What follows belongs to an exercise in optimizing a design on an open flow for small area and a short achievable clock period; a production flow would make more cautious choices. The RTL was checked by simulation tests, not by an equivalence proof against the original design. No activity file was given, so power comes from the tool's default toggle rates.

## chip_link_tx
module chip_link_tx
(
    input  wire                   clk,
    input  wire                   rst_n,
    input  wire [link_pkg::word_width-1:0]  s_tdata,
    input  wire                   s_tvalid,
    output logic                  s_tready,
    output logic                  tik,
    output logic [link_pkg::lane_width-1:0] lane_data,
    output logic                  lane_valid,
    output logic                  lane_par,
    input  wire                   link_ready,
    input  wire                   link_err
);
    localparam int RN = 15;    
    logic [63:0]   mem [0:RN-1];
    logic [RN-1:0] woh;         
    logic [RN-1:0] rsel;        
    logic [3:0]    rcount;      
    logic          rnempty;     
    logic          full;        
    logic          full_o;      
    logic [63:0]   head;
    logic          hv;          
    logic [63:0]   hold;
    logic [3:0]    zg;          
    logic          p_lane;      
  ...
For scale: ~2500 cells after synthesis.
export LEC_CHECK = 0
export CAP_MARGIN = 20
export CORE_MARGIN = 2
export CORE_UTILIZATION = 55
export SETUP_SLACK_MARGIN = 2.7
export SLEW_MARGIN = 20
export TNS_END_PERCENT = 10
create_clock -name core_clock -period 4.5 [get_ports {clk}]
run.sh (not shown) runs the stock make flow with config.mk's settings and CLKGATE_MAP_FILE= SYNTH_SCRIPT=/design/flow/synth_recipe.tcl, a recipe that flattens the netlist after the stock synthesis.
Edit:
--- a/flow/config.mk
+++ b/flow/config.mk
@@ -9,5 +9,5 @@
 export CORE_MARGIN = 2
 export CORE_UTILIZATION = 55
-export SETUP_SLACK_MARGIN = 2.7
+export SETUP_SLACK_MARGIN = 2.5
 export SLEW_MARGIN = 20
-export TNS_END_PERCENT = 10
+export TNS_END_PERCENT = 5
=> The new run completed without violations; power goes down by 5.6%; maximum frequency goes down by 1.2%; via count goes down by 3.2%; sequential cell count is unchanged.


lane 1:
The RTL this note starts from:
==> flow/design.v <==
`default_nettype none
package link_pkg;
    localparam int word_width      = 64;
    localparam int lane_width      = 16;
    localparam int lane_count      = 4;
    localparam int lane_idx_width  = $clog2(lane_count) + 1;
    localparam int fifo_depth_log2 = 4;
    localparam int length_width    = 32;
    localparam logic [2:0] kind_tik = 3'd3;
    typedef enum logic [2:0] {
        send_idle  = 3'd0,
        send_data  = 3'd1,
        ready_wait = 3'd2,
        tik_wait   = 3'd3,
        tik_end    = 3'd4
    } send_state_e;
    typedef union packed {
        logic [lane_count-1:0][lane_width-1:0] lanes;
        struct packed {
            logic [4:0]              rsvd_hi;
            logic [2:0]              kind;
            logic [22:0]             rsvd_lo;
            logic                    end_flag;
            logic [length_width-1:0] length;
        } cmd;
    } link_word_u;
endpackage
`default_nettype wire
`default_nettype none
module chip_link_tx
(
    input  wire                   clk,
    input  wire                   rst_n,
    input  wire [link_pkg::word_width-1:0]  s_tdata,
    input  wire                   s_tvalid,
    output logic                  s_tready,
    output logic                  tik,
    output logic [link_pkg::lane_width-1:0] lane_data,
    output logic                  lane_valid,
    output logic                  lane_par,
    input  wire                   link_ready,
    input  wire                   link_err
);
    localparam int RN = 15;    
    logic [63:0] mem [0:RN-1];
    logic [3:0]  wptr, rptr;
    logic [3:0]  rcount;        
    logic        rempty;        
    logic        full;          
    logic [63:0] head;
    logic        hv;            
    logic [63:0] hold;
    logic        st_idle, st_data, st_rwait, st_cmd, st_twait;
    logic [2:0]  lane_cnt;
    logic        tik_flag, end_flag;
    logic        par_q;
    logic        ready_d, ready_2d, err_d, err_2d;
    logic wr, rd, take_head, pop, push;
    logic ready_high, ready_low, err_low;
    logic advance, last_lane, busy, done, dec;
    logic head_cmd;
    assign ready_high = ready_d & ready_2d;
    assign ready_low  = !ready_d & !ready_2d;
    assign err_low    = !err_d & !err_2d;
    assign wr        = s_tvalid & !full;
    assign rd        = st_idle & hv;
    assign take_head = rd | !hv;
    assign pop       = take_head & !rempty;
    assign push      = wr & !(take_head & rempty);
    assign head_cmd  = (head[58:56] == link_pkg::kind_tik);
    assign advance   = st_data & ready_high & err_low;
    assign last_lane = lane_cnt[2];
    assign busy      = tik_flag | end_flag;
    assign done      = (hold[31:0] == 32'd0);
    assign dec       = busy & !done;
    logic [3:0] wptr_inc, rptr_inc;
    assign wptr_inc = (wptr == 4'd14) ? 4'd0 : wptr + 4'd1;
    assign rptr_inc = (rptr == 4'd14) ? 4'd0 : rptr + 4'd1;
    always_ff @(posedge clk or negedge rst_n) begin
        if (!rst_n) begin
            wptr   <= '0;
            rptr   <= '0;
            rcount <= '0;
            rempty <= 1'b1;
            full   <= 1'b0;
            hv     <= 1'b0;
        end else begin
            if (push) wptr <= wptr_inc;
            if (pop)  rptr <= rptr_inc;
            if (push && !pop) begin
                rcount <= rcount + 4'd1;
                rempty <= 1'b0;
                full   <= (rcount == 4'd14);
            end else if (pop && !push) begin
                rcount <= rcount - 4'd1;
                rempty <= (rcount == 4'd1);
                full   <= 1'b0;
            end
            if (take_head) hv <= !rempty | wr;
        end
    end
    always_ff @(posedge clk) begin
        if (push) mem[wptr] <= s_tdata;
    end
    always_ff @(posedge clk) begin
        if (take_head && (!rempty || wr)) head <= rempty ? s_tdata : mem[rptr];
    end
    always_ff @(posedge clk or negedge rst_n) begin
        if (!rst_n) begin
            ready_d  <= 1'b0;
            ready_2d <= 1'b0;
            err_d    <= 1'b0;
            err_2d   <= 1'b0;
        end else begin
            ready_d  <= link_ready;
            ready_2d <= ready_d;
            err_d    <= link_err;
            err_2d   <= err_d;
        end
    end
    logic n_idle, n_data, n_rwait, n_cmd, n_twait;
    always_comb begin
        n_idle  = (st_idle & !hv) | (st_rwait & ready_low & last_lane) | (st_twait & !busy);
        n_data  = (st_idle & hv & !head_cmd) | (st_data & !ready_high) |
                  (st_rwait & ready_low & !last_lane);
        n_rwait = (st_data & ready_high) | (st_rwait & !ready_low);
        n_cmd   = st_idle & hv & head_cmd;
        n_twait = st_cmd | (st_twait & busy);
    end
    always_ff @(posedge clk or negedge rst_n) begin
        if (!rst_n) begin
            st_idle  <= 1'b1;
            st_data  <= 1'b0;
            st_rwait <= 1'b0;
            st_cmd   <= 1'b0;
            st_twait <= 1'b0;
        end else begin
            st_idle  <= n_idle;
            st_data  <= n_data;
            st_rwait <= n_rwait;
            st_cmd   <= n_cmd;
            st_twait <= n_twait;
        end
    end
    always_ff @(posedge clk or negedge rst_n) begin
        if (!rst_n) begin
            lane_cnt <= '0;
        end else if (st_rwait && ready_low && last_lane) begin
            lane_cnt <= '0;
        end else if (advance) begin
            lane_cnt <= lane_cnt + 3'd1;
        end
    end
    always_ff @(posedge clk or negedge rst_n) begin
        if (!rst_n) begin
            par_q <= 1'b0;
        end else begin
            par_q <= (st_idle & hv & !head_cmd & (^head[63:48])) |
                     (st_data & !ready_high & par_q) |
                     (st_rwait & ready_low & !last_lane & (^hold[63:48]));
        end
    end
    logic [31:0] hold_dec;
    assign hold_dec = hold[31:0] - 32'd1;
    always_ff @(posedge clk) begin
        if (rd) begin
            hold <= head;
        end else if (advance) begin
            hold[63:16] <= hold[47:0];
        end else if (dec) begin
            hold[31:0] <= hold_dec;
        end
    end
    always_ff @(posedge clk or negedge rst_n) begin
        if (!rst_n) begin
            tik_flag <= 1'b0;
            end_flag <= 1'b0;
        end else if (st_cmd) begin
            tik_flag <= !hold[32];
            end_flag <= hold[32];
        end else if (done) begin
            tik_flag <= 1'b0;
            end_flag <= 1'b0;
        end
    end
    assign s_tready   = !full;
    assign tik        = tik_flag;
    assign lane_valid = st_data;
    assign lane_data  = hold[63:48];
    assign lane_par   = par_q;
endmodule
`default_nettype wire
Settings: LEC_CHECK=0, CAP_MARGIN=20, CORE_MARGIN=2, CORE_UTILIZATION=55, SETUP_SLACK_MARGIN=2.3, SLEW_MARGIN=20; clock period 4.5 ns.
In summary, lane 1 completed successfully, with a layout that passed the timing, design-rule and antenna checks.
Input changes introduced in lane 2 (baseline for comparison: lane 1):
- SETUP_SLACK_MARGIN removed (was 2.3)
- CORE_UTILIZATION changed from 55 to 40
==> notes.md <==
- Lane 2: no failed stages, no open violations at the end
- Diff lane 1 -> lane 2 | clock power | up slightly
- Sequential share of layout area was higher in the run labelled lane 2.
- Lane 1 → lane 2: share of total power in the clock network grew by 2.5 points, combinational share of power decreased 5.6 points.

separate check: timing with driven ports:
The flow's constraints put no driver on any port. The routed layouts listed below were extracted and timed again, unchanged, in two steps.
Step 1 assumes that a clkbuf_16 drives the clock port and a buf_2 every other input.
Step 2 adds t to the input delays and takes it off the output delays; t is the mean of the earliest and latest rising clock arrival at the registers after step 1. Input paths then give back, and output paths get back, about the clock's delay inside the block.
Slacks: ideal ports / drivers / drivers and shift; pairs: ideal ports / drivers.
run | shift t [ns] | setup slack, ns | worst setup path after step 2 | latest minus earliest clock arrival (ns)
the first run of note 1 | 0.740 | 2.385 / 2.314 / 1.858 | input to register | 0.016 / 0.016
the second run of note 1 | 0.740 | 2.359 / 2.318 / 1.796 | input to register | 0.016 / 0.015
lane 1 | 0.738 | 2.078 / 2.078 / 1.484 | input to register | 0.034 / 0.035
lane 2 | 0.758 | 1.350 / 1.385 / 0.626 | input to register | 0.027 / 0.027
After both steps every run listed still meets setup and hold. The setup slack of lane 2, which loses most, moves by +0.035 ns with the drivers and by -0.724 ns with both steps.
